Background: an optimization exercise with open tools, aiming at small area, a short achievable clock period and few clock cycles per item. Do not read the settings as production practice. The RTL was checked by simulation tests, not by an equivalence proof against the original design. Power and IR drop assume default switching activity.

File: config.mk
export PLATFORM = sky130hd
export DESIGN_NAME = pack_cell_extreme_aggregator_top
export DESIGN_NICKNAME = pack_cell_extreme_aggregator_top
export VERILOG_FILES = /design/flow/design.v
export SDC_FILE = /design/flow/constraint.sdc
export NUM_CORES = 4
export LEC_CHECK = 0
export CAP_MARGIN = 20
export CORE_MARGIN = 2
export CORE_UTILIZATION = 40
export SLEW_MARGIN = 20
File: constraint.sdc
create_clock -name core_clock -period 9.0 [get_ports {clk}]
set_input_delay 1.8000 -clock core_clock [delete_from_list [all_inputs] [get_ports {clk}]]
set_output_delay 1.8000 -clock core_clock [all_outputs]
set_load 0.01 [all_outputs]
File: design.v
`timescale 1ns / 1ps
package pcea_pkg;
  localparam int PACKS_DEFAULT = 18;
  localparam logic [20:0] CODE_VOLT = 21'h18FF36;
  localparam logic [20:0] CODE_TEMP = 21'h18FF4B;
  localparam int IN_DATA_W  = 96;
  localparam int OUT_DATA_W = 96;
  localparam int SUM_W      = 14;   
endpackage
`timescale 1ns / 1ps
module pcea_front #(
  parameter int PACKS = pcea_pkg::PACKS_DEFAULT
) (
  input  logic                           clk,
  input  logic                           rst_n,
  input  logic                           in_tvalid,
  output logic                           in_tready,
  input  logic [pcea_pkg::IN_DATA_W-1:0] in_tdata,
  input  logic                           in_tuser,
  input  logic                           res_taken,    
  output logic [PACKS-1:0]               wv_r,         
  output logic [PACKS-1:0]               wt_r,         
  output logic                           ev_r,         
  output logic [63:0]                    bytes_r
);
  logic [7:0]  pack_raw;
  logic [7:0]  pack_dec;
  logic [20:0] code;
  logic        is_volt;
  logic        is_temp;
  logic        take;
  logic        take_ev;
  logic [1:0]  pend_r;
  logic [1:0]  pend_nxt;
  logic        rdy_r;
  assign pack_raw = in_tdata[7:0];
  assign pack_dec = (pack_raw != 8'd0) ? pack_raw - 8'd1 : 8'd0;
  assign code     = in_tdata[28:8];
  assign is_volt  = code == pcea_pkg::CODE_VOLT;
  assign is_temp  = code == pcea_pkg::CODE_TEMP;
  assign take     = in_tvalid && rdy_r;
  assign take_ev  = take && in_tuser;
  always_comb begin
    pend_nxt = pend_r;
    if (take_ev && !res_taken) pend_nxt = pend_r + 2'd1;
    else if (!take_ev && res_taken) pend_nxt = pend_r - 2'd1;
  end
  always_ff @(posedge clk) begin
    if (!rst_n) begin
      wv_r   <= '0;
      wt_r   <= '0;
      ev_r   <= 1'b0;
      pend_r <= '0;
      rdy_r  <= 1'b1;
    end else begin
      for (int p = 0; p < PACKS; p++) begin
        wv_r[p] <= take && !in_tuser && is_volt && pack_dec == 8'(p);
        wt_r[p] <= take && !in_tuser && is_temp && pack_dec == 8'(p);
      end
      ev_r   <= take_ev;
      pend_r <= pend_nxt;
      rdy_r  <= pend_nxt < 2'd2;
    end
  end
  always_ff @(posedge clk) begin
    bytes_r <= in_tdata[92:29];
  end
  assign in_tready = rdy_r;
endmodule
`timescale 1ns / 1ps
module pcea_queue #(
  parameter int W = 8
) (
  input  logic         clk,
  input  logic         rst_n,
  input  logic         in_valid,    
  input  logic [W-1:0] in_data,
  output logic         hold_valid,
  output logic [W-1:0] hold_data,
  input  logic         hold_pop     
);
  always_ff @(posedge clk) begin
    if (!rst_n) begin
      hold_valid <= 1'b0;
    end else if (in_valid) begin
      hold_valid <= 1'b1;
    end else if (hold_pop) begin
      hold_valid <= 1'b0;
    end
  end
  always_ff @(posedge clk) begin
    if (in_valid) begin
      hold_data <= in_data;
    end
  end
endmodule
`timescale 1ns / 1ps
module pcea_tree #(
  parameter int W      = 16,
  parameter bit IS_MAX = 1'b1
) (
  input  logic [18*W-1:0] val,
  input  logic [18*8-1:0] cl,
  output logic [2*W-1:0]  nval,
  output logic [2*8-1:0]  ncl
);
  function automatic logic beats(input logic [W-1:0] b, input logic [W-1:0] a);
    beats = IS_MAX ? (b >= a) : (b <= a);
  endfunction
  logic [W-1:0] v    [18];
  logic [W-1:0] gval [6];
  logic [2:0]   gsel [6];    
  logic [2:0]   tsel [2];    
  logic [5:0]   gcmp;
  logic [5:0]   gcb;
  logic [5:0]   gba;
  logic [1:0]   tcmp;
  logic [1:0]   tcb;
  logic [1:0]   tba;
  logic [7:0]   c    [2];
  always_comb begin
    for (int i = 0; i < 18; i++) begin
      v[i] = val[W*i +: W];
    end
    for (int g = 0; g < 6; g++) begin
      gcmp[g] = beats(v[3*g+2], v[3*g]);
      gcb[g]  = beats(v[3*g+2], v[3*g+1]);
      gba[g]  = beats(v[3*g+1], v[3*g]);
      gsel[g][2] = gcmp[g] && gcb[g];
      gsel[g][1] = !(gcmp[g] && gcb[g]) && gba[g];
      gsel[g][0] = !(gcmp[g] && gcb[g]) && !gba[g];
      gval[g] = gsel[g][2] ? v[3*g+2] : (gba[g] ? v[3*g+1] : v[3*g]);
    end
    for (int n = 0; n < 2; n++) begin
      tcmp[n] = beats(gval[3*n+2], gval[3*n]);
      tcb[n]  = beats(gval[3*n+2], gval[3*n+1]);
      tba[n]  = beats(gval[3*n+1], gval[3*n]);
      tsel[n][2] = tcmp[n] && tcb[n];
      tsel[n][1] = !(tcmp[n] && tcb[n]) && tba[n];
      tsel[n][0] = !(tcmp[n] && tcb[n]) && !tba[n];
      nval[W*n +: W] = tsel[n][2] ? gval[3*n+2] : (tba[n] ? gval[3*n+1] : gval[3*n]);
      c[n] = '0;
      for (int g = 0; g < 3; g++) begin
        for (int l = 0; l < 3; l++) begin
          c[n] = c[n] | ({8{tsel[n][g] && gsel[3*n+g][l]}} & cl[8*(9*n+3*g+l) +: 8]);
        end
      end
      ncl[8*n +: 8] = c[n];
    end
  end
endmodule
module pcea_back #(
  parameter int PACKS = pcea_pkg::PACKS_DEFAULT
) (
  input  logic                            clk,
  input  logic                            rst_n,
  input  logic [PACKS-1:0]                wv_r,
  input  logic [PACKS-1:0]                wt_r,
  input  logic                            ev_r,
  input  logic [63:0]                     bytes_r,
  output logic                            res_taken,
  output logic                            out_tvalid,
  input  logic                            out_tready,
  output logic [pcea_pkg::OUT_DATA_W-1:0] out_tdata
);
  localparam int SUM_W = pcea_pkg::SUM_W;
  logic [PACKS*16-1:0] vmax_r, vmin_r;
  logic [PACKS*8-1:0]  vmax_cell_r, vmin_cell_r;
  logic [PACKS*8-1:0]  tmax_r, tmin_r, tmax_cell_r, tmin_cell_r;
  logic [SUM_W-1:0] sum_r;
  logic [63:0]      wd;
  logic [PACKS-1:0] env, ent;
  logic             any_t;
  assign wd  = bytes_r & {64{rst_n}};
  assign env = wv_r | {PACKS{!rst_n}};
  assign ent = wt_r | {PACKS{!rst_n}};
  assign any_t = |wt_r;
  always_ff @(posedge clk) begin
    for (int p = 0; p < PACKS; p++) begin
      if (env[p]) begin
        vmax_r[16*p +: 16]     <= {wd[23:16], wd[31:24]};
        vmin_r[16*p +: 16]     <= {wd[39:32], wd[47:40]};
        vmax_cell_r[8*p +: 8]  <= wd[55:48];
        vmin_cell_r[8*p +: 8]  <= wd[63:56];
      end
      if (ent[p]) begin
        tmax_r[8*p +: 8]       <= wd[7:0];
        tmin_r[8*p +: 8]       <= wd[15:8];
        tmax_cell_r[8*p +: 8]  <= wd[23:16];
        tmin_cell_r[8*p +: 8]  <= wd[31:24];
      end
    end
  end
  logic [7:0] old_max, old_min;
  always_comb begin
    old_max = '0;
    old_min = '0;
    for (int p = 0; p < PACKS; p++) begin
      old_max = old_max | ({8{wt_r[p]}} & tmax_r[8*p +: 8]);
      old_min = old_min | ({8{wt_r[p]}} & tmin_r[8*p +: 8]);
    end
  end
  always_ff @(posedge clk) begin
    if (!rst_n) begin
      sum_r <= '0;
    end else if (any_t) begin
      sum_r <= sum_r + SUM_W'(bytes_r[7:0]) + SUM_W'(bytes_r[15:8])
                     - SUM_W'(old_max) - SUM_W'(old_min);
    end
  end
  logic [31:0] vh_v, vl_v;
  logic [15:0] vh_c, vl_c, th_v, tl_v, th_c, tl_c;
  pcea_tree #(.W(16), .IS_MAX(1'b1)) u_vh (.val(vmax_r), .cl(vmax_cell_r), .nval(vh_v), .ncl(vh_c));
  pcea_tree #(.W(16), .IS_MAX(1'b0)) u_vl (.val(vmin_r), .cl(vmin_cell_r), .nval(vl_v), .ncl(vl_c));
  pcea_tree #(.W(8),  .IS_MAX(1'b1)) u_th (.val(tmax_r), .cl(tmax_cell_r), .nval(th_v), .ncl(th_c));
  pcea_tree #(.W(8),  .IS_MAX(1'b0)) u_tl (.val(tmin_r), .cl(tmin_cell_r), .nval(tl_v), .ncl(tl_c));
  logic        r1_v;
  logic [31:0] r1_vh_v, r1_vl_v;
  logic [15:0] r1_vh_c, r1_vl_c, r1_th_v, r1_tl_v, r1_th_c, r1_tl_c;
  logic [SUM_W-1:0] r1_sum;
  always_ff @(posedge clk) begin
    if (!rst_n) r1_v <= 1'b0;
    else        r1_v <= ev_r;
  end
  always_ff @(posedge clk) begin
    r1_vh_v <= vh_v; r1_vh_c <= vh_c;
    r1_vl_v <= vl_v; r1_vl_c <= vl_c;
    r1_th_v <= th_v; r1_th_c <= th_c;
    r1_tl_v <= tl_v; r1_tl_c <= tl_c;
    r1_sum  <= sum_r;
  end
  logic [15:0] b_vh, b_vl;
  logic [7:0]  b_vhc, b_vlc, b_th, b_thc, b_tl, b_tlc;
  logic [SUM_W-1:0] b_rem;
  always_comb begin
    if (r1_vh_v[31:16] >= r1_vh_v[15:0]) begin b_vh = r1_vh_v[31:16]; b_vhc = r1_vh_c[15:8]; end
    else                                 begin b_vh = r1_vh_v[15:0];  b_vhc = r1_vh_c[7:0];  end
    if (r1_vl_v[31:16] <= r1_vl_v[15:0]) begin b_vl = r1_vl_v[31:16]; b_vlc = r1_vl_c[15:8]; end
    else                                 begin b_vl = r1_vl_v[15:0];  b_vlc = r1_vl_c[7:0];  end
    if (r1_th_v[15:8] >= r1_th_v[7:0])   begin b_th = r1_th_v[15:8];  b_thc = r1_th_c[15:8]; end
    else                                 begin b_th = r1_th_v[7:0];   b_thc = r1_th_c[7:0];  end
    if (r1_tl_v[15:8] <= r1_tl_v[7:0])   begin b_tl = r1_tl_v[15:8];  b_tlc = r1_tl_c[15:8]; end
    else                                 begin b_tl = r1_tl_v[7:0];   b_tlc = r1_tl_c[7:0];  end
    b_rem = r1_sum - SUM_W'(b_th) - SUM_W'(b_tl);
  end
  localparam int R2_W = SUM_W + 1 + 8*8 + 16;
  logic            r2_v;
  logic [R2_W-1:0] r2;
  logic            out_load;
  pcea_queue #(.W(R2_W)) u_hold (
    .clk       (clk),
    .rst_n     (rst_n),
    .in_valid  (r1_v),
    .in_data   ({b_rem, (b_vl != 16'd0) && (b_tl != 8'd0),
                 b_tlc, b_tl, b_thc, b_th, b_vlc, b_vl, b_vhc, b_vh}),
    .hold_valid(r2_v),
    .hold_data (r2),
    .hold_pop  (out_load)
  );
  logic [SUM_W-1:0] c_rem;
  logic [12:0]      c_half;
  logic [7:0]       c_quot;
  assign c_rem  = r2[R2_W-1 -: SUM_W];
  assign c_half = c_rem[SUM_W-1:1];
  assign c_quot = 8'(c_half / 13'd17);
  logic        out_v_r;
  logic [88:0] out_r;
  assign out_load  = r2_v && (!out_v_r || out_tready);
  assign res_taken = out_v_r && out_tready;
  always_ff @(posedge clk) begin
    if (!rst_n) begin
      out_v_r <= 1'b0;
    end else if (out_load) begin
      out_v_r <= 1'b1;
    end else if (out_tready) begin
      out_v_r <= 1'b0;
    end
  end
  always_ff @(posedge clk) begin
    if (out_load) begin
      out_r <= {r2[80], c_quot, r2[79:0]};
    end
  end
  assign out_tvalid = out_v_r;
  assign out_tdata  = {7'd0, out_r};
endmodule
`timescale 1ns / 1ps
module pack_cell_extreme_aggregator_top #(
  parameter int PACKS = pcea_pkg::PACKS_DEFAULT
) (
  input  logic                            clk,
  input  logic                            rst_n,
  input  logic                            in_tvalid,
  output logic                            in_tready,
  input  logic [pcea_pkg::IN_DATA_W-1:0]  in_tdata,
  input  logic                            in_tuser,
  output logic                            out_tvalid,
  input  logic                            out_tready,
  output logic [pcea_pkg::OUT_DATA_W-1:0] out_tdata
);
  logic [PACKS-1:0] wv, wt;
  logic             ev;
  logic [63:0]      bytes;
  logic             res_taken;
  pcea_front #(
    .PACKS(PACKS)
  ) u_front (
    .clk      (clk),
    .rst_n    (rst_n),
    .in_tvalid(in_tvalid),
    .in_tready(in_tready),
    .in_tdata (in_tdata),
    .in_tuser (in_tuser),
    .res_taken(res_taken),
    .wv_r     (wv),
    .wt_r     (wt),
    .ev_r     (ev),
    .bytes_r  (bytes)
  );
  pcea_back #(
    .PACKS(PACKS)
  ) u_back (
    .clk       (clk),
    .rst_n     (rst_n),
    .wv_r      (wv),
    .wt_r      (wt),
    .ev_r      (ev),
    .bytes_r   (bytes),
    .res_taken (res_taken),
    .out_tvalid(out_tvalid),
    .out_tready(out_tready),
    .out_tdata (out_tdata)
  );
endmodule
File: run.sh
#!/bin/bash
# synth_recipe.tcl (not shown) runs the flow's synth.tcl, then flattens the netlist and writes it again
# the make line also repeats each setting of config.mk as NAME=value (left out here)
make -C /OpenROAD-flow-scripts/flow DESIGN_CONFIG=/design/flow/config.mk WORK_HOME=/design/flow/orfs CLKGATE_MAP_FILE= SYNTH_SCRIPT=/design/flow/synth_recipe.tcl finish
==> impl_metrics.env <==
export IMPL_setup_viol=0
export IMPL_crit_slowest_cell="o211ai_1"
export IMPL_fin_tns_setup_ns=0
export IMPL_hold_depth=0
export IMPL_syn_inst=8517
export IMPL_yosysUniqueCellTypes=103
export IMPL_status="finished clean"
export IMPL_vdd_drop_max_uv=284
export IMPL_die_h_um=511
export IMPL_slew_headroom_pct=22.3
export IMPL_tightest_slew_ns=1.17
export IMPL_min_path_type="reg2reg"
export IMPL_hold_viol_final=0
export IMPL_maxCapViolations=0
export IMPL_dr_pass1_iters=6
export IMPL_synth_edf_count=1623
export IMPL_post_cts_buffers=0
export IMPL_p_comb_share_pct=27.8
export IMPL_start_util_pct=40.1
export IMPL_p_int_uw=19300
export IMPL_dr_total_vias=68955
export IMPL_portBuffers=188
export IMPL_crit_top_cell="a21o_1"
export IMPL_cts_max_level=4
export IMPL_synthArstFlopShare_pct=0
export IMPL_end_kind="flop"
export IMPL_worst_ep_arrival_time_ns=8.59
export IMPL_grt_max_degree=56
export IMPL_cts_resized=0
export IMPL_yosysTopAreaCell="edfxtp_1"
export IMPL_p_clk_share_pct=32.2
export IMPL_grt_setup_unrepaired="false"
export IMPL_crit_path_max_incr_delay_ns=0.80
export IMPL_synthFlopType="edfxtp_1"
export IMPL_finalWorstSetupSlack_ns=1.18
export IMPL_synth_most_common_cell="edfxtp_1"
export IMPL_grt_pass1_wl_um=442000
export IMPL_regToRegStartpoint="u_back.vmax_r[128]"
export IMPL_overflow=0
export IMPL_gp_congestion=0.919
export IMPL_avgSynthCellArea_um2=12.1
export IMPL_leakagePower_uw=0.0491
export IMPL_fmax_mhz=128
export IMPL_p_sw_uw=9060
export IMPL_cp_start_kind="flop"
export IMPL_pwr_share_seq_pct=40.0
export IMPL_grt_pass1_vias=69923
export IMPL_avgViaCountPerCell=5.56
export IMPL_skew_ns=0.0632
export IMPL_drc=0
export IMPL_synth_area_um2=103000
export IMPL_switching_share_pct=31.9
export IMPL_worstReg2RegEnd="u_back.r1_vh_c[2]"
export IMPL_fin_crit_ns=7.82
export IMPL_dpl_hpwl_um=212000
export IMPL_whs_ns=0.374
export IMPL_io_pins=199
export IMPL_cts_tree="done"
export IMPL_p_per_area_nw_per_um2=243
export IMPL_worst_r2r_cell_count=29
export IMPL_numCtsBuffers=215
export IMPL_drv_slew=0
export IMPL_crit_type="reg2reg"
export IMPL_dieWidth_um=511
export IMPL_synth_area_leaders="edfxtp_1 (47%), ha_1 (15%), dfxtp_1 (5.7%)"
export IMPL_die_area_um2=261000
export IMPL_yosys_warnings=27
export IMPL_cp_required_ns=9.77
export IMPL_drtIter0Drc=5495
export IMPL_drive_gt1_share_pct=9.12
export IMPL_postRouteAntennaNets=0
export IMPL_placementRows=186
export IMPL_worstHoldStart="u_back.sum_r[13]"
export IMPL_synth_top_area_share_pct=47.4
export IMPL_r2r_setup_slack_ns=1.18
export IMPL_ys_seq_elements=1918
export IMPL_clock_sinks=1918
export IMPL_hold_buffers=0
export IMPL_grt_usage_pct=22.3
export IMPL_synth_common_cells="edfxtp_1 (1,623), ha_1 (1,235), inv_1 (889), a21oi_1 (488), o21ai_0 (457)"
export IMPL_yosysSeqAreaShare_pct=53.1
export IMPL_pre_cts_ws_ns=1.26
export IMPL_antenna_found_initial=10
export IMPL_area_growth_pct=13.7
export IMPL_cp_max_fo=14
export IMPL_clockBufferDepth=4
export IMPL_min_to="u_back.r1_sum[13]"
export IMPL_wl_per_cell_um=24.0
export IMPL_period_share_pct=86.9
export IMPL_clock_latency_ns=0.89
export IMPL_core_um2=256000
export IMPL_path_clk_slew_ns=0.06
export IMPL_fin_nets=10197
export IMPL_routed_wl_um=297000
export IMPL_root_buffer="clkbuf_16"
-- logic make-up after synthesis --
family	count (synthesis)	synth area share, %
adders and majority gates	1267	15.6
xor gates and xnor gates	27	0.230
other	1	0.00365
DFF	1918	53.1
and+or+nand+nor	1483	7.46
AOI/OAI and AO/OA	2083	13.4
buffers and inverters	1163	4.31
muxes	575	5.80
-- layout make-up --
type,instances,area [µm²]
sequential,1918,54600
tap,3384,4230
multi-input combinational,5442,44200
antenna,3,7.51
fill,22859,139000
clock buffer,289,6020
inverter,890,3340
clock inverter,104,1310
timing repair buffer,362,3190
-- critical path: cells and delay by family, from the launching register on --
family / cells / cell delay [ns]
AOI/OAI and AO/OA: 22 / 5.40
adders and majority gates: 2 / 0.59
buffers and inverters: 1 / 0.10
DFF: 1 / 0.41
and+or+nand+nor: 4 / 1.21
-- per-stage QoR --
step	util, %	instance area [µm²]	total power (µW)	std cells
2_1_floorplan	-	103000	16600	8523
3_3_place_gp	42.8	110000	19200	11996
3_5_place_dp	42.8	110000	19300	11996
4_1_cts	45.6	117000	28500	12389
5_1_grt	45.6	117000	29800	12390
6_report	45.6	117000	28400	12392
-- power groups by stage --
stage | logic, µW | clock network [µW] | registers [µW]
finish | 7880 | 9140 | 11300
global route | 8730 | 9660 | 11400
CTS | 7870 | 9320 | 11300
detailed placement | 7800 | 0 | 11500
global placement | 7640 | 0 | 11500
floorplan | 5430 | 0 | 11100
-- cells in the final DEF, fill, tap and decap left out, types with 219 or more instances in the layout --
cell / n
o21ai_0: 454
a21oi_1: 472
edfxtp_1: 1623
mux2i_1: 404
nor2_1: 330
a21o_1: 310
dfxtp_1: 294
clkbuf_16: 219
nand2_1: 249
inv_1: 889
ha_1: 1235
-- worst max-delay path by stage --
stage,cells past startpoint,start,to
finish,29,u_back.vmax_r[128],u_back.r1_vh_c[2]
global placement,29,u_back.vmax_r[128],u_back.r1_vh_c[5]
detailed placement,28,u_back.vmax_r[96],u_back.r1_vh_c[2]
floorplan,35,u_back.vmax_r[96],u_back.r1_vh_c[6]
CTS,28,u_back.vmax_r[96],u_back.r1_vh_c[2]
global route,29,u_back.vmax_r[128],u_back.r1_vh_c[2]
-- registers in the layout, indices dropped and copies added (netlist names), 89 cells and up --
register / flops
u_back.vmax_r: 288
u_back.vmin_r: 288
u_back.tmax_cell_r: 144
u_back.tmax_r: 144
u_back.tmin_cell_r: 144
u_back.tmin_r: 144
u_back.vmax_cell_r: 144
u_back.vmin_cell_r: 144
u_back.u_hold.hold_data: 94
u_back.out_r: 89
-- layer usage --
metal	up-vias	share of wire, %	global-route usage (%)
met4	0	4.8	9.64
met1	33886	43	28.9
li1	32518	-	-
met5	-	0	0
met3	557	5.7	3.39
met2	1994	46	36.8
Testbench counts, summed over its fixed seeds: cycles 16,856, evals 1,288.

==> afterwards: timing with drivers on the ports <==
No port has a modelled driver above. Below, the same layout with a new extraction and two added sets of constraints. Step 1 sets driving cells, clkbuf_16 on the clock port and buf_2 on the other inputs (assumed; they add their load-dependent delay and slew). Step 2 also shifts input and output timing later by t, the mid clock arrival at the registers, as if the neighbouring blocks saw the same clock. Slacks: no drivers / after step 1 / after step 2; pairs: no drivers / after step 1.
shift t [ns]: 0.954
slack for setup (ns): 1.182 / 1.182 / 1.182
worst setup path at the end: register to register
worst slew at a driven data input, ns: 0.08
After both steps setup and hold are still met in this run. For this run, drivers alone change the setup slack by 0.000 ns; drivers and shift together by 0.000 ns.
